What follows belongs to an exercise in optimizing a design on an open flow for a short achievable clock period and few clock cycles; a production flow would make more cautious choices. At most, simulation tests tie the RTL to the original design; equivalence was not proved. Power and IR drop assume default switching activity.

Setup of v6:
==> flow/design.v (excerpt) <==
module core_top (
    input  logic        clk,
    input  logic        rst,
    output logic [19:0] rom_addr,
    input  logic [7:0]  rom_data,
    output logic        mem_en,
    output logic        mem_we,
    output logic [19:0] mem_addr,
    output logic [15:0] mem_wdata,
    input  logic [15:0] mem_rdata,
    output logic        halted
);
For scale: about 2200 cells after synthesis, roughly 390 flip-flops, ~85 I/O pins, about 21000 um^2 of cells after synthesis.
==> flow/config.mk <==
export PLATFORM = sky130hd
export DESIGN_NAME = core_top
export DESIGN_NICKNAME = core_top
export VERILOG_FILES = /design/flow/design.v
export SDC_FILE = /design/flow/constraint.sdc
export NUM_CORES = 4
export LEC_CHECK = 0
export ABC_CLOCK_PERIOD_IN_PS = 2500
export CAP_MARGIN = 20
export CORE_MARGIN = 2
export CORE_UTILIZATION = 60
export SLEW_MARGIN = 20
==> flow/constraint.sdc <==
create_clock -name core_clock -period 8.0 [get_ports {clk}]
set_input_delay 1.6000 -clock core_clock [delete_from_list [all_inputs] [get_ports {clk}]]
set_output_delay 1.6000 -clock core_clock [all_outputs]
set_load 0.01 [all_outputs]
standard.sh (not shown) runs the stock make flow with config.mk's settings and CLKGATE_MAP_FILE= SYNTH_SCRIPT=/design/flow/synth_recipe.tcl, a recipe that flattens the netlist after the stock synthesis.
==> flow/flow/run.sh <==
#!/bin/bash
# The standard layout, with timing repair aimed at a setup slack of 5.5 ns.
set -euo pipefail
bash standard.sh SETUP_SLACK_MARGIN=5.5 finish > make_finish.log 2>&1
The inputs of v7 differ from those of v6 as listed below.
--- a/flow/design.v
+++ b/flow/design.v
@@ -65,12 +65,13 @@
     logic        n_easy;
     logic [7:0]  n_selw, n_selb, n_wlo, n_whi;
     logic [7:0]  n_rmask, n_wmask;
     logic [1:0]  role_n;
     logic        disc_n;
     logic        need2_n;
+    logic        skip;
     logic        d_hlt;
     function automatic logic [7:0] onehot(input logic [2:0] i);
         onehot = 8'd1 << i;
     endfunction
     function automatic logic [1:0] disp_n(input logic [7:0] m);
         case (m[7:6])
@@ -132,12 +133,13 @@
         n_whi   = 8'h00;
         n_rmask = 8'h00;
         n_wmask = 8'h00;
         role_n  = R_OP;
         disc_n  = 1'b0;
         need2_n = need2;
+        skip    = 1'b0;
         d_hlt   = 1'b0;
         case (role)
             R_OP: begin
                 if (p_mr) begin
                     role_n = R_MODRM;
                 end else if (p_d1 | p_d2) begin
@@ -180,12 +182,22 @@
                     end else begin
                         n_selb  = onehot(op_r[1] ? b[2:0] : b[5:3]);
                         byte_write(op_r[1] ? b[5:3] : b[2:0]);
                         n_rmask = onehot({1'b0, op_r[1] ? b[1:0] : b[4:3]});
                     end
                 end else if (!op_r[0]) begin
+                    if (p_nd1) begin
+                        role_n  = R_D0;
+                        disc_n  = 1'b1;
+                        need2_n = 1'b0;
+                    end
+                    if (p_nd2) begin
+                        role_n = R_D1;
+                        disc_n = 1'b1;
+                        skip   = 1'b1;
+                    end
                 end else if (!p_nd1 && !p_nd2) begin
                     mem_uop(op_r, b);
                 end else begin
                     role_n  = R_D0;
                     need2_n = p_nd2;
                 end
@@ -269,29 +281,15 @@
     logic        sp_step;
     logic [15:0] a1r, a2r, a1, a2;
     logic        fw_a1, fw_a2;
     logic [15:0] t;
     logic        hlt_now;
     logic [15:0] pc_1, pc_2;
-    logic [15:0] rom_pc_1, rom_pc_2, rom_pc_3, pc_3;
+    logic [15:0] rom_pc_1, rom_pc_2;
     assign rom_pc_1 = {pc[15:1] + 15'(pc[0]), !pc[0]};
     assign rom_pc_2 = {pc[15:1] + 15'd1, pc[0]};
-    assign rom_pc_3 = {pc[15:1] + 15'd1 + 15'(pc[0]), !pc[0]};
-    assign pc_3     = pc + 16'd3;
-    logic        f_bform;
-    logic [1:0]  f_nd;
-    logic        skip1, skip2;
-    assign f_bform = (role == R_OP) && p_mr && !b[0] && !fe_done;
-    assign f_nd    = disp_n(rom_data);
-    assign skip1   = f_bform && f_nd == 2'd1;
-    assign skip2   = f_bform && f_nd == 2'd2;
-    logic [15:0] pc_n, rom_pc_n;
-    assign pc_n     = ({16{skip2}} & pc_3) | ({16{skip1}} & pc_2) |
-                      ({16{!skip1 && !skip2}} & pc_1);
-    assign rom_pc_n = ({16{skip2}} & rom_pc_3) | ({16{skip1}} & rom_pc_2) |
-                      ({16{!skip1 && !skip2}} & rom_pc_1);
     logic        halted_n;
     assign halted_n = halted ||
                       ((hlt_now || hlt_seen) && !d_mem && !(u_valid && u_mem) && !m_mem);
     assign pc_1 = pc + 16'd1;
     assign pc_2 = pc + 16'd2;
     assign sp      = regs[4];
@@ -311,13 +309,13 @@
     assign fw_a2 = (u_si & ld3_m[6]) | (u_di & ld3_m[7]);
     assign a1    = fw_a1 ? mem_rdata : a1r;
     assign a2    = fw_a2 ? mem_rdata : a2r;
     assign t     = m_s + m_c;
     logic        b_last;
     assign b_last  = (role == R_OP    && !(p_mr | p_d1 | p_d2)) ||
-                     (role == R_MODRM && (!op_r[0] || !(p_nd1 | p_nd2))) ||
+                     (role == R_MODRM && !(p_nd1 | p_nd2)) ||
                      (role == R_D0    && !need2) ||
                      (role == R_D1);
     assign hlt_now = !fe_done && b_last && rom_data == 8'hF4;
     always_ff @(posedge clk or negedge rst) begin
         if (!rst) begin
             for (int i = 0; i < 8; i++) begin
@@ -358,26 +356,26 @@
             ld3_m    <= 8'h00;
             m_mem    <= 1'b0;
             mem_en   <= 1'b0;
             halted   <= 1'b0;
         end else begin
             if (!stall) begin
-                pc      <= pc_n;
+                pc      <= skip ? pc_2 : pc_1;
                 role    <= role_n;
                 disc    <= disc_n;
                 u_valid <= n_valid;
                 u_wlo   <= n_wlo;
                 u_whi   <= n_whi;
                 if (d_hlt) begin
                     fe_done <= 1'b1;
                 end
             end
             if (hlt_now) begin
                 hlt_seen <= 1'b1;
             end
-            rom_pc <= stall ? pc : rom_pc_n;
+            rom_pc <= stall ? pc : (skip ? rom_pc_2 : rom_pc_1);
             ld1_m  <= (go && !byp && (u_load || u_pop)) ? onehot(u_dst) : 8'h00;
             ld2_m  <= ld1_m | ((byp && (u_load || u_pop)) ? onehot(u_dst) : 8'h00);
             ld3_m  <= ld2_m;
             m_mem  <= go && u_mem && !byp;
             mem_en <= m_mem || byp;
             halted   <= halted_n;
## What came out
- From v6 to v7 the numbers moved as follows: internal power consumption shrank by about 5%; number of global-route vias before repair shrank by 1675.
- Compared to v6, v7 has total wire length 6400 um lower.
- The sequential cell area in the final layout was comparable across v6 and v7.
- v7 — flip-flop and latch share of the layout cell area 2.6 points higher, v6 as reference
- Arithmetic-cell share of the synthesized area counting full adders, half adders and majority gates of v6 is on par with v7.
- Summary — initial standard-cell utilization of the core, v7 relative to v6: lower, by 0.50 points.
- Cmp v7 vs v6: depth of the worst register-to-register path higher in v7
Testbench counts of v7, summed over its fixed seeds: cycles 31,863.
The RTL of v6 was laid out without a check of its function.

[re-timing with driven ports]
The flow's constraints put no driver on any port. The routed layouts listed below were extracted and timed again, unchanged, in two steps.
Step 1 (the two cells are an assumption about what drives the block):
set clk [get_ports {clk}]
set_driving_cell -lib_cell sky130_fd_sc_hd__clkbuf_16 $clk
set_driving_cell -lib_cell sky130_fd_sc_hd__buf_2 [delete_from_list [all_inputs] $clk]
Step 2 adds t to the input delays and takes it off the output delays; t is the mean of the earliest and latest rising clock arrival at the registers after step 1. Input paths then give back, and output paths get back, about the clock's delay inside the block.
a / b / c = ideal ports / drivers / drivers and shift; a / b = the first two.
| run | t, ns | setup slack, ns | worst setup path after step 2 | worst register clock-pin slew, ns | worst data-port slew with drivers (ns) |
|---|---|---|---|---|---|
| v6 | 0.641 | 5.268 / 5.208 / 4.735 | input to register | 0.07 / 0.07 | 0.12 |
| v7 | 0.635 | 5.292 / 5.240 / 4.883 | input to register | 0.07 / 0.07 | 0.09 |
After both steps every run listed still meets setup and hold. For v6, which loses most, drivers alone change the setup slack by -0.060 ns; drivers and shift together by -0.533 ns.
